From an optimization exercise on the open Yosys and OpenROAD flow, aimed at small area, a short achievable clock period and few clock cycles per item; shortcuts taken in it are not production practice.
Only simulation tests tie the RTL to the original design; equivalence was not proved.

==> flow/design.v, too long to show whole: its modules and the start of the top module <==
// module row_buffer: 75 lines
// module kernel_mac: 4698 lines
// module conv_pe_top: 61 lines
module conv_pe_top (
    input  logic          clk,
    input  logic          arst_n,
    input  logic          row_wr,
    input  logic [287:0]  row_data,
    input  logic          weight_wr,
    input  logic [1:0]    weight_filter,
    input  logic [1:0]    weight_row,
    input  logic [26:0]   weight_taps,
    output logic          busy,
    output logic          out_valid,
    output logic [4:0]    out_col,
    output logic [65:0]   out_data
);
  // ...
==> flow/flow/run.sh <==
#!/bin/bash
# Own layout flow: the standard layout (standard.sh) with two changes.
# 1. Synthesis skips the generic ABC pass inside Yosys's "synth" fine stage
#    (synth -noabc), so the hand-built full-adder trees in kernel_mac.sv reach
#    extract_fa unchanged instead of being restructured first (which made
#    extract_fa put an inverter at most adder pins).  Everything else,
#    registers included, is the standard synthesis script.
# 2. Port buffers are buf_2 cells instead of the delay cell
#    (clkdlybuf4s50_1) that buffer_ports picks by default.  Every input and
#    output port still gets its own buffer.
# Every tool's output goes to flow_make.log in the work folder; ORFS also
# keeps its per-step logs under orfs/logs.
set -euo pipefail
work=$(pwd)
sed 's/yosys synth -nofsm -noshare /yosys synth -nofsm -noshare -noabc /' \
    synth_recipe.tcl > "$work/noabc_synth.tcl"
grep -q -- '-noabc' "$work/noabc_synth.tcl"
bash standard.sh SYNTH_SCRIPT="$work/noabc_synth.tcl" \
    BUFFER_PORTS_ARGS="-buffer_cell sky130_fd_sc_hd__buf_2" \
    finish > "$work/flow_make.log" 2>&1
==> flow/standard.sh <==
#!/bin/bash
# synth_recipe.tcl (not shown) runs the flow's synth.tcl, then flattens the netlist and writes it again
# the make line also repeats each setting of config.mk as NAME=value (left out here)
make -C /OpenROAD-flow-scripts/flow DESIGN_CONFIG=/design/flow/config.mk WORK_HOME=/design/flow/orfs CLKGATE_MAP_FILE= SYNTH_SCRIPT=/design/flow/synth_recipe.tcl "${@:-finish}"
==> flow/config.mk <==
export PLATFORM = sky130hd
export DESIGN_NAME = conv_pe_top
export DESIGN_NICKNAME = conv_pe_top
export VERILOG_FILES = /design/flow/design.v
export SDC_FILE = /design/flow/constraint.sdc
export NUM_CORES = 4
export LEC_CHECK = 0
export CAP_MARGIN = 20
export CORE_MARGIN = 2
export CORE_UTILIZATION = 55
export PLACE_DENSITY = 0.68
export SETUP_SLACK_MARGIN = 4.85
export SLEW_MARGIN = 20
==> flow/constraint.sdc <==
create_clock -name core_clock -period 8.0 [get_ports {clk}]
set_input_delay 1.6000 -clock core_clock [delete_from_list [all_inputs] [get_ports {clk}]]
set_output_delay 1.6000 -clock core_clock [all_outputs]
set_load 0.01 [all_outputs]
==> metrics.yaml, run 1 <==
status:
  run_status: "finished clean"
global_routing:
  gr-total-overflow: 0
  grt_util_met2: 0.567
finish:
  largest_registers: "u_rows.rows: 837 flops, g_mac.u_mac.t0_q: 693 flops, weights: 243 flops"
  regArea_um2: 51600
  postLayoutCoreUtil: 0.612
  number_of_clock_buffers_in_the_layout: 305
  largest_register: "u_rows.rows"
yosys:
  synth-edff-count: 837
  syn_area_um2: 118000
  synth.most_common_cell: "fa_1"
  synthDistinctLibCells: 80
  synth_warnings: 3
setup_path:
  critical_path.max_fanout: 27
  crit_path_cell_trace: "nand2_1 > fa_1 > fa_1 > fa_1"
  cp_num_buf_inv: 0
  worst_path_max_delay_cell: "dfxtp_2"
route:
  vias_per_cell: 6.37
  drt_pass1_iterations: 8
  post_drt_wl_per_cell_um: 33.3
floorplan:
  std_cell_rows: 170
  top_level_ports: 396
timing:
  fmaxAchievable_mhz: 313
place:
  post_dp_cell_area_um2: 122000
Testbench counts, summed over its fixed seeds: cycles 9,160, results 9,120.
==> run 2, diff against run 1 <==
--- a/flow/flow/run.sh
+++ b/flow/flow/run.sh
@@ -1,3 +1,3 @@
 #!/bin/bash
-# Own layout flow: the standard layout (standard.sh) with two changes.
+# Own layout flow: the standard layout (standard.sh) with these changes.
 # 1. Synthesis skips the generic ABC pass inside Yosys's "synth" fine stage
@@ -10,2 +10,5 @@
 #    output port still gets its own buffer.
+# 3. Clock tree synthesis clusters up to 20 sinks within 80 um per leaf buffer and adds
+#    no dummy loads (a balanced H-tree from the clock port as usual, every
+#    register reached through clock buffers).
 # Every tool's output goes to flow_make.log in the work folder; ORFS also
@@ -19,2 +22,3 @@
     BUFFER_PORTS_ARGS="-buffer_cell sky130_fd_sc_hd__buf_2" \
+    CTS_ARGS="-sink_clustering_enable -repair_clock_nets -dont_use_dummy_load -sink_clustering_size 20 -sink_clustering_max_diameter 80" \
     finish > "$work/flow_make.log" 2>&1
==> run 2 against run 1 <==
Against the previous run: still clean on timing, DRC and antenna; count of clock-buffer cells in the layout is 165 lower; cell count is 2.3% lower; first-iteration DRC count is 2.7% lower.
==> metrics.yaml, run 2 <==
place:
  io_buffers: 395  # unchanged
  routabilityCongestion: 0.974  # unchanged
  dp.final_hpwl_um: 287000  # unchanged
  place_worst_setup_slack_ns: 3.20  # unchanged
  placed_cells: 11500  # unchanged
route:
  dr_total_vias: 74900  # was 76.3k
  post_drt_wl_per_cell_um: 33.7  # was 33.3 µm
  drt_pass1_iterations: 9  # was 8
  detail_route.drc_violations: 0  # unchanged
  vias_per_cell: 6.40  # was 6.37
  drt_iter0_markers: 9730  # was 10.0k
  postRouteWirelength_um: 394000  # was 399000 µm
  ant_nets: 0  # unchanged
finish:
  most_frequent_cells_in_the_layout: "2068 x fa_1, 1986 x nand2_1, 971 x dfxtp_1"  # was 2069 x fa_1, 1986 x nand2_1, 964 x dfxtp_1
  postLayoutCoreUtil: 0.592  # was 0.612
  final_cell_count_no_fill: 11700  # was 12.0k
  combined_area_of_the_multi_input_logic_cells_um2: 63700  # about the same
  largest_reg_flops: 837  # unchanged
  layout-area-overhead-vs-synth_pct: 7.29  # was 11.0%
  layout_commonest_cell: "fa_1"  # unchanged
  largest_registers: "u_rows.rows: 837 flops, g_mac.u_mac.t0_q: 693 flops, weights: 243 flops"  # unchanged
  largest_register: "u_rows.rows"  # unchanged
  post_route_cells_drive_above_1_share: 0.122  # was 0.143
  nets: 11400  # was 11.5k
  n_fill_cell: 16600  # was 16.2k
  regArea_um2: 51600  # about the same
setup_path:
  classification_of_the_worst_setup_path: "reg -> reg"  # unchanged
  cp.arrival_ns: 3.96  # was 3.92 ns
  critical_path.max_fanout: 15  # was 27
  crit_required_ns: 8.79  # was 8.73 ns
  setup.reg_to_reg.worst_slack_ns: 4.83  # was 4.80 ns
  critical_path_end_type: "register"  # unchanged
  cp-start-kind: "register"  # unchanged
global_routing:
  grt_pass1_vias: 81400  # was 82.7k
  number_of_antenna_violations_at_the_first_check_in_global_routing: 57  # was 50
  grt_max_degree: 126  # was 157
  gr-total-overflow: 0  # unchanged
  track_usage: 0.370  # was 0.375
  wire_length_of_the_first_global_routing_pass_um: 568000  # was 575000 µm
clocking:
  clkSinkCount: 2094  # unchanged
  worstSkewPairLatency_ns: 0.87  # was 0.94 ns
  cts_tree: "yes"  # unchanged
  cts.root.buffer_cell: "clkbuf_16"  # unchanged
  clk_pin_slew_ns: 0.08  # was 0.07 ns
  cts_buffers: 140  # was 217
  clockBufferDepth: 3  # unchanged
  cts.htree.levels: 4  # unchanged
yosys:
  syn_nets: 11300  # unchanged
  postSynthAreaPerCell_um2: 13.5  # unchanged
  synth_area_leader_cell: "fa_1"  # unchanged
  netlist_instances: 8737  # unchanged
  synth_async_sr_flop_share: 0.122  # unchanged
  synth_flop_cell: "dfxtp_1"  # unchanged
  ys_seq_area_frac: 0.437  # unchanged
  synth_largest_type_area_fraction: 0.352  # unchanged
  syn_area_um2: 118000  # unchanged
  yosys_register_bits: 2094  # unchanged
  synth-edff-count: 837  # unchanged
  synth.area.top_cells: "fa_1 35%, edfxtp_1 21%, dfxtp_1 17%"  # unchanged
  synth.most_common_cell: "fa_1"  # unchanged
  synth_warnings: 3  # unchanged
  synthDistinctLibCells: 80  # unchanged
  synth_top_cells_by_count: "2076 x fa_1, 1990 x nand2_1, 1002 x dfxtp_1"  # unchanged
floorplan:
  floorplan.core_area_um2: 214000  # unchanged
  start_util: 0.551  # unchanged
  die_h_um: 467  # unchanged
  top_level_ports: 396  # unchanged
  die_area_um2: 218000  # unchanged
  std_cell_rows: 170  # unchanged
  chipWidth_um: 467  # unchanged
timing:
  final.setup_skew_ns: 0.114  # was 0.127 ns
  fmaxAchievable_mhz: 315  # was 313 MHz
  fin_crit_ns: 3.17  # was 3.20 ns
  max-slew-margin-rel: 0.227  # was 0.185
  timing_worst_slew_pin_value_ns: 1.16  # was 1.22 ns
  hold_viol_final: 0  # unchanged
  final_critical_path_setup_slack_ns: 4.83  # was 4.80 ns
  fin_crit_sh: 0.396  # was 0.400
  worst_hold_slack_after_final_layout_ns: 0.336  # was 0.333 ns
  final-max-slew-violation-count: 0  # unchanged
  grt_setup_unrepaired: "yes"  # unchanged
  final-setup-viol-count: 0  # unchanged
status:
  run_status: "finished clean"  # unchanged
worst_hold_path:
  worstHoldPathType: "reg -> reg"  # unchanged
run:
  max_cap_viol_count: 0  # unchanged
run 2: worst paths after layout:
check                                            startpoint                              end  depth (start not counted)
max                           u_rows.win_col[0]$_DFFE_PN0P_        u_rows.window[19]$_DFF_P_                         11
min                        g_mac[1].u_mac.t0_q[223]$_DFF_P_  g_mac[1].u_mac.t1_q[41]$_DFF_P_                          0
max reg2reg                   u_rows.win_col[0]$_DFFE_PN0P_        u_rows.window[19]$_DFF_P_                         11
min reg2reg                g_mac[1].u_mac.t0_q[223]$_DFF_P_  g_mac[1].u_mac.t1_q[41]$_DFF_P_                          0
max in group asynchronous                            arst_n  g_mac[0].u_mac.v_q[2]$_DFF_PN0_                          2
min in group asynchronous                            arst_n         weights[207]$_DFFE_PN0P_                          1
run 2: layer usage:
| layer | GRT usage | wire (µm) | up-vias |
|---|---|---|---|
| met4 | 0.217 | 28300 | 46 |
| met1 | 0.461 | 135000 | 38600 |
| met3 | 0.133 | 53000 | 1833 |
| met5 | 0.00242 | 399 | - |
| met2 | 0.560 | 177000 | 6021 |
| li1 | - | - | 28400 |
run 2: area by class of cell:
type	instances	area share
inverters	249	0.00741
diodes	32	0.000633
flip-flops and latches	2094	0.408
well taps	2838	0.0281
multi-input cells	5818	0.504
repair buffers	521	0.0248
clock buffers	140	0.0277
repair inverters	1	0.0000395
run 2: cells by family (layout without fill, tap and decap cells):
group / count (synthesis) / in the layout / synth area share
simple gates: 2697 / 2698 / 0.0988
fa+ha+maj: 2247 / 2247 / 0.370
flops: 2094 / 2094 / 0.437
buf+inv: 826 / 911 / 0.0274
compound gates: 534 / 534 / 0.0351
mux: 286 / 286 / 0.0271
xor+xnor: 53 / 53 / 0.00393
other cells: 0 / 32 / 0
run 2: worst max-delay path, stage by stage (launching register included):
cell and delay [ns]:
dfrtp_2 0.46, inv_1 0.11, ha_1 0.20, buf_4 0.31, nand2_1 0.26, nor2_2 0.59
buf_4 0.48, a22oi_2 0.14, o21ai_1 0.20, a2111oi_4 0.09, nand4_1 0.12, o22a_1 0.14
run 2: per-stage QoR:
stage	setup TNS [ns]	instance area, µm²
detailed placement	0	122000
finish	0	127000
global placement	0	122000
global route	0	127000
floorplan	-6201.52	118000
CTS	0	126000
run 2: what timing repair did:
| item | 4_1_cts | 5_1_grt |
|---|---|---|
| endpoints found under the setup margin | 730 | 57 |
| pin swaps | 7 | 16 |
| cloned | 5 | 0 |
| setup buffers | 2 | 2 |
| gates resized for setup | 47 | 53 |
| hold buffers | 0 | 0 |
==> run 3, diff against run 2 <==
--- a/flow/config.mk
+++ b/flow/config.mk
@@ -11,3 +11,3 @@
 export PLACE_DENSITY = 0.68
-export SETUP_SLACK_MARGIN = 4.85
+export SETUP_SLACK_MARGIN = 4.92
 export SLEW_MARGIN = 20
==> run 3 against run 2 <==
Against the previous run: count of clock-buffer cells in the layout stayed put; still clean; global-route usage barely moved; largest cell class unchanged; cell count is 0.13% higher; highest routed layer unchanged.
==> metrics.yaml, run 3 <==
status:
  run_status: "finished clean"  # unchanged
timing:
  fin_crit_sh: 0.391  # was 0.396
  worst_hold_slack_after_final_layout_ns: 0.336  # about the same
  fin_crit_ns: 3.13  # was 3.17 ns
  hold_viol_final: 0  # unchanged
  final_critical_path_setup_slack_ns: 4.87  # was 4.83 ns
  final.setup_skew_ns: 0.116  # was 0.114 ns
  max-slew-margin-rel: 0.202  # was 0.227
  final.setup.tns_ns: 0  # unchanged
  timing_worst_slew_pin_value_ns: 1.20  # was 1.16 ns
  final-max-slew-violation-count: 0  # unchanged
  fmaxAchievable_mhz: 319  # was 315 MHz
  final-setup-viol-count: 0  # unchanged
  grt_setup_unrepaired: "yes"  # unchanged
yosys:
  synth_flop_cell: "dfxtp_1"  # unchanged
  synth_xor_xnor_area_share: 0.00393  # unchanged
  netlist_instances: 8737  # unchanged
  synthDistinctLibCells: 80  # unchanged
  synth.area.top_cells: "fa_1 35%, edfxtp_1 21%, dfxtp_1 17%"  # unchanged
  synth-compound-area-share: 0.0351  # unchanged
  synth.most_common_cell: "fa_1"  # unchanged
  adder_cell_fraction_of_synth_area: 0.370  # unchanged
  synth_warnings: 3  # unchanged
  ys_seq_area_frac: 0.437  # unchanged
  synth_top_cells_by_count: "2076 x fa_1, 1990 x nand2_1, 1002 x dfxtp_1"  # unchanged
  synth_mux_area_frac: 0.0271  # unchanged
  synth_largest_type_area_fraction: 0.352  # unchanged
  synth_async_sr_flop_share: 0.122  # unchanged
  yosys_register_bits: 2094  # unchanged
  syn_area_um2: 118000  # unchanged
  syn_nets: 11300  # unchanged
  synth-edff-count: 837  # unchanged
  synth_top_family_by_area: "adder cells"  # unchanged
  postSynthAreaPerCell_um2: 13.5  # unchanged
  synth_simple_gate_area_share: 0.0988  # unchanged
  synth_area_leader_cell: "fa_1"  # unchanged
floorplan:
  std_cell_rows: 170  # unchanged
  start_util: 0.551  # unchanged
  die_h_um: 467  # unchanged
  top_level_ports: 396  # unchanged
  floorplan.core_area_um2: 214000  # unchanged
  chipWidth_um: 467  # unchanged
  die_area_um2: 218000  # unchanged
route:
  dr_total_vias: 75200  # was 74.9k
  vias_per_cell: 6.42  # was 6.40
  drt_pass1_iterations: 9  # unchanged
  post_drt_wl_per_cell_um: 33.7  # about the same
  drt_iter0_markers: 9743  # was 9730
  detail_route.drc_violations: 0  # unchanged
  ant_nets: 0  # unchanged
  postRouteWirelength_um: 395000  # was 394000 µm
global_routing:
  gr-total-overflow: 0  # unchanged
  grt_max_degree: 126  # unchanged
  track_usage: 0.371  # was 0.370
  grt_pass1_vias: 81300  # was 81.4k
  wire_length_of_the_first_global_routing_pass_um: 568000  # about the same
  number_of_antenna_violations_at_the_first_check_in_global_routing: 56  # was 57
clocking:
  cts_buffers: 140  # unchanged
  cts_tree: "yes"  # unchanged
  cts.htree.levels: 4  # unchanged
  clk_pin_slew_ns: 0.08  # about the same
  cts.root.buffer_cell: "clkbuf_16"  # unchanged
  post_cts_hold_buffer_count: 0  # unchanged
  worstSkewPairLatency_ns: 0.87  # about the same
  clockBufferDepth: 3  # unchanged
  clkSinkCount: 2094  # unchanged
setup_path:
  critical-path-top-cell-by-count: "o21ai_0"  # was buf_4
  critical_path_end_type: "register"  # unchanged
  critical_path.max_fanout: 18  # was 15
  slowest_delay_ns: 0.88  # was 0.59 ns
  cp-start-kind: "register"  # unchanged
  cp.arrival_ns: 3.68  # was 3.96 ns
  crit_required_ns: 8.54  # was 8.79 ns
  crit_path_cell_trace: "buf_4 > nand2_2 > o21ai_0 > o21ai_0"  # was inv_1 > ha_1 > buf_4 > nand2_1 > nor2_2 > buf_4 > a22oi_2 > o21ai_1 > a2111oi_4 > nand4_1 > o22a_1
  classification_of_the_worst_setup_path: "reg -> reg"  # unchanged
  worst_path_max_delay_cell: "o21ai_0"  # was nor2_2
finish:
  nets: 11400  # about the same
  final_cell_count_no_fill: 11700  # about the same
  layout_commonest_cell: "fa_1"  # unchanged
  largest_reg_flops: 837  # unchanged
  most_frequent_cells_in_the_layout: "2056 x fa_1, 1985 x nand2_1, 956 x dfxtp_1"  # was 2068 x fa_1, 1986 x nand2_1, 971 x dfxtp_1
  largest_register: "u_rows.rows"  # unchanged
  n_fill_cell: 16600  # about the same
  post_route_cells_drive_above_1_share: 0.128  # was 0.122
  layout-area-overhead-vs-synth_pct: 7.54  # was 7.29%
  postLayoutCoreUtil: 0.593  # was 0.592
  finish.instance_area_um2: 127000  # about the same
  largest_registers: "u_rows.rows: 837 flops, g_mac.u_mac.t0_q: 693 flops, weights: 243 flops"  # unchanged
place:
  post_dp_cell_area_um2: 122000  # unchanged
  routabilityCongestion: 0.974  # unchanged
  io_buffers: 395  # unchanged
  dp.final_hpwl_um: 287000  # unchanged
  placed_cells: 11500  # unchanged
  place_worst_setup_slack_ns: 3.20  # unchanged
worst_hold_path:
  worstHoldPathType: "reg -> reg"  # unchanged
run:
  max_cap_viol_count: 0  # unchanged
[run 3: final cells by class]
type                       instances  area (µm²)  share of cell area
timing repair inverter             1        5.00           0.0000394
clock buffer                     140        3500              0.0276
multi-input combinational       5819       63900               0.504
antenna                           37        92.6            0.000730
tap                             2838        3550              0.0280
timing repair buffer             530        3220              0.0254
inverter                         249         938             0.00740
sequential                      2094       51700               0.407
[run 3: metal layers]
layer	up-vias	global-route usage	share of wire
met2	6215	0.561	0.45
met4	32	0.217	0.072
met3	1859	0.131	0.14
met1	38700	0.463	0.34
met5	-	0.00242	0.00053
li1	28400	-	-
[run 3: timing repair]
item	in CTS	in global routing
buffers inserted	3	10
setup endpoints to repair	887	84
pin swaps	28	58
gates resized for setup	78	85
gates cloned	6	0
[run 3: worst max-delay path: cells and delay by family (launching register included)]
family | cells | cell delay, ns
buffers and inverters | 1 | 0.40
DFF | 1 | 0.63
AOI/OAI and AO/OA | 2 | 1.39
and+or+nand+nor | 1 | 0.38
[run 3: path summary, 6_finish.rpt]
path / startpoint / end / slack (ns) / cells after the start
worst max-delay path: u_rows.win_col[4]$_DFFE_PN0P_ / u_rows.busy_q$_DFF_PN0_ / 4.87 / 4
worst min-delay path: g_mac[1].u_mac.t0_q[223]$_DFF_P_ / g_mac[1].u_mac.t1_q[41]$_DFF_P_ / 0.34 / 0
worst max register to register: u_rows.win_col[4]$_DFFE_PN0P_ / u_rows.busy_q$_DFF_PN0_ / 4.87 / 4
worst min register to register: g_mac[1].u_mac.t0_q[223]$_DFF_P_ / g_mac[1].u_mac.t1_q[41]$_DFF_P_ / 0.34 / 0
max in group asynchronous: arst_n / u_rows.win_col[2]$_DFFE_PN0P_ / 5.90 / 2
min in group asynchronous: arst_n / weights[207]$_DFFE_PN0P_ / 0.76 / 1
[run 3: kinds of logic (layout without fill, tap and decap cells)]
kind of cell,after synthesis,in the layout
flip-flops,2094,2094
AO/OA/AOI/OAI,534,534
adder cells (fa/ha/maj),2247,2247
XOR/XNOR,53,53
AND/OR/NAND/NOR,2697,2699
multiplexers,286,286
buffers and inverters,826,920
other,0,37
==> run 4, diff against run 3 <==
--- a/flow/flow/run.sh
+++ b/flow/flow/run.sh
@@ -10,3 +10,3 @@
 #    output port still gets its own buffer.
-# 3. Clock tree synthesis clusters up to 20 sinks within 80 um per leaf buffer and adds
+# 3. Clock tree synthesis clusters up to 25 sinks within 95 um per leaf buffer and adds
 #    no dummy loads (a balanced H-tree from the clock port as usual, every
@@ -22,3 +22,3 @@
     BUFFER_PORTS_ARGS="-buffer_cell sky130_fd_sc_hd__buf_2" \
-    CTS_ARGS="-sink_clustering_enable -repair_clock_nets -dont_use_dummy_load -sink_clustering_size 20 -sink_clustering_max_diameter 80" \
+    CTS_ARGS="-sink_clustering_enable -repair_clock_nets -dont_use_dummy_load -sink_clustering_size 25 -sink_clustering_max_diameter 95" \
     finish > "$work/flow_make.log" 2>&1
--- a/flow/config.mk
+++ b/flow/config.mk
@@ -11,3 +11,3 @@
 export PLACE_DENSITY = 0.68
-export SETUP_SLACK_MARGIN = 4.92
+export SETUP_SLACK_MARGIN = 4.85
 export SLEW_MARGIN = 20
==> run 4 against run 3 <==
Against the previous run: still clean on timing, DRC and antenna; maximum frequency is 1.0% lower; area after synthesis did not move; via count shrank 0.28%; utilization fell by 0.55 points; hold slack improved by 0.0024 ns; count of clock-buffer cells in the layout shrank 37; critical endpoint is now g_mac[2].u_mac.t0_q[176]$_DFF_P_.
==> metrics.yaml, run 4 <==
global_routing:
  wire_length_of_the_first_global_routing_pass_um: 566000  # was 568000 µm
  grt_util_met2: 0.563  # was 0.561
  gr-total-overflow: 0  # unchanged
  grt_pass1_vias: 80800  # was 81.3k
  grt_util_met1: 0.469  # was 0.463
  grtUsageMet3: 0.120  # was 0.131
  grt_max_degree: 149  # was 126
  grt.busiest_layer: "met2"  # unchanged
  number_of_antenna_violations_at_the_first_check_in_global_routing: 62  # was 56
  track_usage: 0.369  # was 0.371
finish:
  finish.instance_area_um2: 126000  # was 127000 µm²
  nets: 11400  # about the same
  layout_commonest_cell: "fa_1"  # unchanged
  largest_register: "u_rows.rows"  # unchanged
  n_fill_cell: 16700  # was 16.6k
  final_cell_count_no_fill: 11700  # about the same
  post_route_cells_drive_above_1_share: 0.119  # was 0.128
  layout-area-overhead-vs-synth_pct: 6.55  # was 7.54%
  postLayoutCoreUtil: 0.587  # was 0.593
  most_frequent_cells_in_the_layout: "2066 x fa_1, 1985 x nand2_1, 965 x dfxtp_1"  # was 2056 x fa_1, 1985 x nand2_1, 956 x dfxtp_1
  largest_registers: "u_rows.rows: 837 flops, g_mac.u_mac.t0_q: 693 flops, weights: 243 flops"  # unchanged
  largest_reg_flops: 837  # unchanged
route:
  drt_iter0_markers: 10200  # was 9743
  detail_route.drc_violations: 0  # unchanged
  drt_pass1_iterations: 6  # was 9
  postRouteWirelength_um: 393000  # was 395000 µm
  ant_nets: 0  # unchanged
  post_drt_wl_per_cell_um: 33.7  # about the same
  dr_total_vias: 75000  # was 75.2k
  vias_per_cell: 6.43  # was 6.42
yosys:
  syn_area_um2: 118000  # unchanged
  synth.most_common_cell: "fa_1"  # unchanged
  netlist_instances: 8737  # unchanged
  syn_nets: 11300  # unchanged
  synth-edff-count: 837  # unchanged
  synth_top_cells_by_count: "2076 x fa_1, 1990 x nand2_1, 1002 x dfxtp_1"  # unchanged
  synth_async_sr_flop_share: 0.122  # unchanged
  yosys_register_bits: 2094  # unchanged
  synthDistinctLibCells: 80  # unchanged
  synth_warnings: 3  # unchanged
  synth_largest_type_area_fraction: 0.352  # unchanged
  synth_area_leader_cell: "fa_1"  # unchanged
  ys_seq_area_frac: 0.437  # unchanged
  postSynthAreaPerCell_um2: 13.5  # unchanged
  synth.area.top_cells: "fa_1 35%, edfxtp_1 21%, dfxtp_1 17%"  # unchanged
  synth_flop_cell: "dfxtp_1"  # unchanged
run:
  max_cap_viol_count: 0  # unchanged
clocking:
  cts_tree: "yes"  # unchanged
  worstSkewPairLatency_ns: 0.86  # was 0.87 ns
  cts_buffers: 103  # was 140
  clkSinkCount: 2094  # unchanged
  clockBufferDepth: 3  # unchanged
  cts.root.buffer_cell: "clkbuf_16"  # unchanged
  clk_pin_slew_ns: 0.10  # was 0.08 ns
  cts.htree.levels: 3  # was 4
  post_cts_hold_buffer_count: 0  # unchanged
setup_path:
  crit_required_ns: 8.73  # was 8.54 ns
  critical_path_end_type: "register"  # unchanged
  reg2regPathDepth: 4  # unchanged
  cp.arrival_ns: 3.89  # was 3.68 ns
  rr_startpoint: "u_rows.window[32]$_DFF_P_"  # was u_rows.win_col[4]$_DFFE_PN0P_
  r2r_end: "g_mac[2].u_mac.t0_q[176]$_DFF_P_"  # was u_rows.busy_q$_DFF_PN0_
  critical_path.max_fanout: 27  # was 18
  cp-start-kind: "register"  # unchanged
  setup.reg_to_reg.worst_slack_ns: 4.84  # was 4.87 ns
  classification_of_the_worst_setup_path: "reg -> reg"  # unchanged
floorplan:
  chipWidth_um: 467  # unchanged
  top_level_ports: 396  # unchanged
  std_cell_rows: 170  # unchanged
  start_util: 0.551  # unchanged
  die_h_um: 467  # unchanged
  die_area_um2: 218000  # unchanged
  floorplan.core_area_um2: 214000  # unchanged
place:
  placed_cells: 11500  # unchanged
  routabilityCongestion: 0.974  # unchanged
  place_worst_setup_slack_ns: 3.20  # unchanged
  io_buffers: 395  # unchanged
  post_dp_cell_area_um2: 122000  # unchanged
  dp.final_hpwl_um: 287000  # unchanged
timing:
  fin_crit_ns: 3.16  # was 3.13 ns
  fmaxAchievable_mhz: 316  # was 319 MHz
  final.setup_skew_ns: 0.107  # was 0.116 ns
  final-max-slew-violation-count: 0  # unchanged
  final-setup-viol-count: 0  # unchanged
  hold_viol_final: 0  # unchanged
  fin_crit_sh: 0.396  # was 0.391
  timing_worst_slew_pin_value_ns: 1.16  # was 1.20 ns
  final.setup.tns_ns: 0  # unchanged
  grt_setup_unrepaired: "yes"  # unchanged
  final_critical_path_setup_slack_ns: 4.84  # was 4.87 ns
  max-slew-margin-rel: 0.225  # was 0.202
  worst_hold_slack_after_final_layout_ns: 0.338  # was 0.336 ns
worst_hold_path:
  holdPathEnd: "g_mac[2].u_mac.t1_q[41]$_DFF_P_"  # was g_mac[1].u_mac.t1_q[41]$_DFF_P_
  worstHoldPathType: "reg -> reg"  # unchanged
  hp-start: "g_mac[2].u_mac.t0_q[223]$_DFF_P_"  # was g_mac[1].u_mac.t0_q[223]$_DFF_P_
  whs_path_depth: 0  # unchanged
status:
  run_status: "finished clean"  # unchanged
-- run 4: how the worst max path moves through the flow --
| stage | slack [ns] | start | to |
|---|---|---|---|
| 6_report | 4.84 | u_rows.window[32]$_DFF_P_ | g_mac[2].u_mac.t0_q[176]$_DFF_P_ |
| 5_1_grt | 4.79 | g_mac[1].u_mac.t1_q[18]$_DFF_P_ | g_mac[1].u_mac.result[21]$_DFF_P_ |
| 4_1_cts | 4.76 | g_mac[0].u_mac.t1_q[15]$_DFF_P_ | g_mac[0].u_mac.result[18]$_DFF_P_ |
| 3_5_place_dp | 3.20 | row_wr | u_rows.rows[756]$_DFFE_PP_ |
| 3_3_place_gp | 3.31 | row_wr | u_rows.rows[644]$_DFFE_PP_ |
| 2_1_floorplan | -6.98 | row_wr | u_rows.window[78]$_DFF_P_ |
-- run 4: final cells by class --
cell class,instances,area (µm²),share of cell area
multi-input combinational,5818,63700,0.507
sequential,2094,51600,0.411
tap,2838,3550,0.0282
timing repair buffer,524,3140,0.0250
clock buffer,103,2580,0.0205
inverter,249,938,0.00747
antenna,40,100,0.000796
timing repair inverter,1,5.00,0.0000398
-- run 4: cells by family after synthesis --
logic type	count (synthesis)	share of synthesized area
simple gates	2697	0.0988
fa+ha+maj	2247	0.370
flops	2094	0.437
buf+inv	826	0.0274
compound gates	534	0.0351
mux	286	0.0271
xor+xnor	53	0.00393
-- run 4: worst max-delay path, cell delays in order (launching register included) --
cell     delay, ns
dfxtp_2       1.11
nand2_1       0.23
fa_1          0.57
fa_1          0.59
fa_1          0.52
-- run 4: per-layer routing --
metal / share of wire / vias up
li1: - / 28300
met1: 0.34 / 38700
met2: 0.45 / 6129
met3: 0.13 / 1782
met4: 0.068 / 42
met5: 0.00070 / -
-- run 4: repair_timing --
| action | in CTS | in global routing |
|---|---|---|
| resized for setup | 49 | 65 |
| buffers inserted | 2 | 5 |
| gates cloned | 4 | 0 |
| setup endpoints to repair | 767 | 65 |
| pin swaps | 5 | 22 |
==> run 5, diff against run 4 <==
--- a/flow/config.mk
+++ b/flow/config.mk
@@ -11,3 +11,3 @@
 export PLACE_DENSITY = 0.68
-export SETUP_SLACK_MARGIN = 4.85
+export SETUP_SLACK_MARGIN = 4.92
 export SLEW_MARGIN = 20
==> run 5 against run 4 <==
Against the previous run: die area stayed put; setup slack better by 0.070 ns; cell area up 0.13%; count of clock-buffer cells in the layout did not move; area after synthesis unchanged; sequential share of layout area barely moved; critical path type unchanged.
==> metrics.yaml, run 5 <==
place:
  io_buffers: 395  # unchanged
  post_dp_cell_area_um2: 122000  # unchanged
  routabilityCongestion: 0.974  # unchanged
  dp.final_hpwl_um: 287000  # unchanged
  placed_cells: 11500  # unchanged
yosys:
  syn_nets: 11300  # unchanged
  synth_xor_xnor_area_share: 0.00393  # unchanged
  synth_top_family_by_area: "adder cells"  # unchanged
  synth_largest_type_area_fraction: 0.352  # unchanged
  synth_flop_cell: "dfxtp_1"  # unchanged
  postSynthAreaPerCell_um2: 13.5  # unchanged
  synth_mux_area_frac: 0.0271  # unchanged
  ys_seq_area_frac: 0.437  # unchanged
  netlist_instances: 8737  # unchanged
  synthDistinctLibCells: 80  # unchanged
  synth-edff-count: 837  # unchanged
  synth.area.top_cells: "fa_1 35%, edfxtp_1 21%, dfxtp_1 17%"  # unchanged
  synth-compound-area-share: 0.0351  # unchanged
  synth_simple_gate_area_share: 0.0988  # unchanged
  syn_area_um2: 118000  # unchanged
  synth_top_cells_by_count: "2076 x fa_1, 1990 x nand2_1, 1002 x dfxtp_1"  # unchanged
  synth_area_leader_cell: "fa_1"  # unchanged
  synth_warnings: 3  # unchanged
  synth_async_sr_flop_share: 0.122  # unchanged
  synth.most_common_cell: "fa_1"  # unchanged
  yosys_register_bits: 2094  # unchanged
  adder_cell_fraction_of_synth_area: 0.370  # unchanged
worst_hold_path:
  worstHoldPathType: "reg -> reg"  # unchanged
  whs_path_depth: 0  # unchanged
  holdPathEnd: "g_mac[2].u_mac.t1_q[41]$_DFF_P_"  # unchanged
  hp-start: "g_mac[2].u_mac.t0_q[223]$_DFF_P_"  # unchanged
global_routing:
  number_of_antenna_violations_at_the_first_check_in_global_routing: 60  # was 62
  grt_pass1_vias: 80900  # was 80.8k
  wire_length_of_the_first_global_routing_pass_um: 567000  # was 566000 µm
  grt_max_degree: 126  # was 149
  gr-total-overflow: 0  # unchanged
  track_usage: 0.369  # about the same
setup_path:
  setup.reg_to_reg.worst_slack_ns: 4.91  # was 4.84 ns
  critical_path.max_fanout: 28  # was 27
  cp.arrival_ns: 3.73  # was 3.89 ns
  critical-path-top-cell-by-count: "fa_1"  # unchanged
  critical_path_end_type: "register"  # unchanged
  crit_required_ns: 8.63  # was 8.73 ns
  slowest_delay_ns: 1.07  # was 1.11 ns
  r2r_end: "g_mac[1].u_mac.t0_q[168]$_DFF_P_"  # was g_mac[2].u_mac.t0_q[176]$_DFF_P_
  crit_path_cell_trace: "and2_1 > fa_1 > fa_1 > fa_1"  # was nand2_1 > fa_1 > fa_1 > fa_1
  classification_of_the_worst_setup_path: "reg -> reg"  # unchanged
  cp-start-kind: "register"  # unchanged
  reg2regPathDepth: 4  # unchanged
  rr_startpoint: "u_rows.window[26]$_DFF_P_"  # was u_rows.window[32]$_DFF_P_
  worst_path_max_delay_cell: "dfxtp_2"  # unchanged
timing:
  hold_viol_final: 0  # unchanged
  fin_crit_ns: 3.09  # was 3.16 ns
  final-setup-viol-count: 0  # unchanged
  fin_crit_sh: 0.387  # was 0.396
  final-max-slew-violation-count: 0  # unchanged
  timing_worst_slew_pin_value_ns: 1.13  # was 1.16 ns
  max-slew-margin-rel: 0.248  # was 0.225
  fmaxAchievable_mhz: 323  # was 316 MHz
  final.setup_skew_ns: 0.112  # was 0.107 ns
  grt_setup_unrepaired: "yes"  # unchanged
route:
  drt_pass1_iterations: 9  # was 6
  vias_per_cell: 6.43  # about the same
  dr_total_vias: 74900  # was 75.0k
  met2_length_um: 178000  # was 179000 µm
  detail_route.drc_violations: 0  # unchanged
  postRouteWirelength_um: 394000  # was 393000 µm
  met1Wirelength_um: 136000  # about the same
  post_drt_wl_per_cell_um: 33.8  # was 33.7 µm
  highest-signal-layer: "met5"  # unchanged
  drt_iter0_markers: 10100  # was 10.2k
  ant_nets: 0  # unchanged
  met3_wirelength_um: 52200  # was 52100 µm
clocking:
  clk_pin_slew_ns: 0.10  # about the same
  cts.htree.levels: 3  # unchanged
  post_cts_hold_buffer_count: 0  # unchanged
  clockBufferDepth: 3  # unchanged
  worstSkewPairLatency_ns: 0.86  # about the same
  cts_tree: "yes"  # unchanged
  cts.root.buffer_cell: "clkbuf_16"  # unchanged
  cts_buffers: 103  # unchanged
  clkSinkCount: 2094  # unchanged
floorplan:
  start_util: 0.551  # unchanged
  chipWidth_um: 467  # unchanged
  std_cell_rows: 170  # unchanged
  top_level_ports: 396  # unchanged
  die_area_um2: 218000  # unchanged
  die_h_um: 467  # unchanged
  floorplan.core_area_um2: 214000  # unchanged
finish:
  post_route_cells_drive_above_1_share: 0.124  # was 0.119
  postLayoutCoreUtil: 0.588  # was 0.587
  final_cell_count_no_fill: 11700  # about the same
  largest_register: "u_rows.rows"  # unchanged
  regArea_um2: 51700  # was 51600 µm²
  largest_reg_flops: 837  # unchanged
  most_frequent_cells_in_the_layout: "2047 x fa_1, 1984 x nand2_1, 954 x dfxtp_1"  # was 2066 x fa_1, 1985 x nand2_1, 965 x dfxtp_1
  largest_registers: "u_rows.rows: 837 flops, g_mac.u_mac.t0_q: 693 flops, weights: 243 flops"  # unchanged
  combined_area_of_the_multi_input_logic_cells_um2: 63900  # was 63700 µm²
  finish.instance_area_um2: 126000  # about the same
  nets: 11400  # about the same
  layout-area-overhead-vs-synth_pct: 6.69  # was 6.55%
  layout_commonest_cell: "fa_1"  # unchanged
  n_fill_cell: 16700  # about the same
status:
  run_status: "finished clean"  # unchanged
run:
  max_cap_viol_count: 0  # unchanged
==> run 5: cell counts after synthesis <==
No cell type changed its count.
==> run 5: cells by family after synthesis <==
group | after synthesis
buffers and inverters | 826
adder cells (fa/ha/maj) | 2247
multiplexers | 286
AND/OR/NAND/NOR | 2697
XOR/XNOR | 53
AO/OA/AOI/OAI | 534
flip-flops | 2094
==> run 5: timing repair <==
action                                  4_1_cts  5_1_grt
endpoints found under the setup margin      919      115
buffers inserted                              3        3
hold endpoints to repair                      0        0
gates cloned                                  5        1
resized for setup                            83       92
pin swaps                                    27       44
==> run 5: layer usage <==
layer  up-vias  GRT usage
li1      28300          -
met1     38700      0.470
met2      5995      0.565
met3      1842      0.118
met4        48      0.206
met5         -          0
==> run 5: worst max path at each step <==
stage                                    start                           endpoint  slack (ns)
3_3_place_gp                            row_wr         u_rows.rows[644]$_DFFE_PP_        3.31
3_5_place_dp                            row_wr         u_rows.rows[756]$_DFFE_PP_        3.20
4_1_cts        g_mac[0].u_mac.t1_q[15]$_DFF_P_  g_mac[0].u_mac.result[18]$_DFF_P_        4.76
6_report             u_rows.window[26]$_DFF_P_   g_mac[1].u_mac.t0_q[168]$_DFF_P_        4.91
5_1_grt        g_mac[0].u_mac.t1_q[15]$_DFF_P_  g_mac[0].u_mac.result[18]$_DFF_P_        4.81
2_1_floorplan                           row_wr          u_rows.window[78]$_DFF_P_       -6.98
==> run 5: cell type report <==
cell class,instances,share of cell area
multi-input cells,5819,0.508
flip-flops and latches,2094,0.410
well taps,2838,0.0282
repair buffers,524,0.0253
clock buffers,103,0.0205
inverters,249,0.00746
diodes,26,0.000517
repair inverters,1,0.0000398
==> run 5: per-stage QoR <==
| stage | worst slack [ns] | hold WS (ns) | TNS, ns |
|---|---|---|---|
| after floorplan | -6.98 | 0.310 | -6201.52 |
| after global placement | 3.31 | 0.314 | 0 |
| after detailed placement | 3.20 | 0.318 | 0 |
| after CTS | 4.76 | 0.337 | 0 |
| after global routing | 4.81 | 0.347 | 0 |
| final | 4.91 | 0.336 | 0 |
==> run 5: worst max-delay path: cells and delay by family, from the launching register on <==
family | cells | cell delay [ns]
adder cells (fa/ha/maj) | 3 | 1.55
flip-flops | 1 | 1.07
AND/OR/NAND/NOR | 1 | 0.27

what the ideal ports hide:
How much do the figures lean on ideal ports? The routed layouts below were timed once more, with nothing changed but the port constraints.
Step 1 sets driving cells, clkbuf_16 on the clock port and buf_2 on the other inputs (assumed; they add their load-dependent delay and slew).
Step 2, shift: input delay + t, output delay - t, t = (earliest + latest rising clock arrival at the registers) / 2. This alone moves slack from input paths to output paths.
Slacks: ideal / step 1 / step 2; pairs: ideal / step 1.
run | t, ns | slack for setup (ns) | latest minus earliest clock arrival (ns) | worst data-port slew with drivers (ns)
run 1 | 0.976 | 4.803 / 4.802 / 4.012 | 0.128 / 0.129 | 0.15
run 2 | 0.904 | 4.829 / 4.773 / 4.197 | 0.118 / 0.118 | 0.14
run 3 | 0.903 | 4.869 / 4.869 / 4.232 | 0.121 / 0.122 | 0.14
run 4 | 0.908 | 4.836 / 4.804 / 4.073 | 0.111 / 0.111 | 0.16
run 5 | 0.904 | 4.906 / 4.849 / 4.295 | 0.116 / 0.116 | 0.16
After both steps every run listed still meets setup and hold. The setup slack of run 1, which loses most, moves by -0.001 ns with the drivers and by -0.791 ns with both steps.
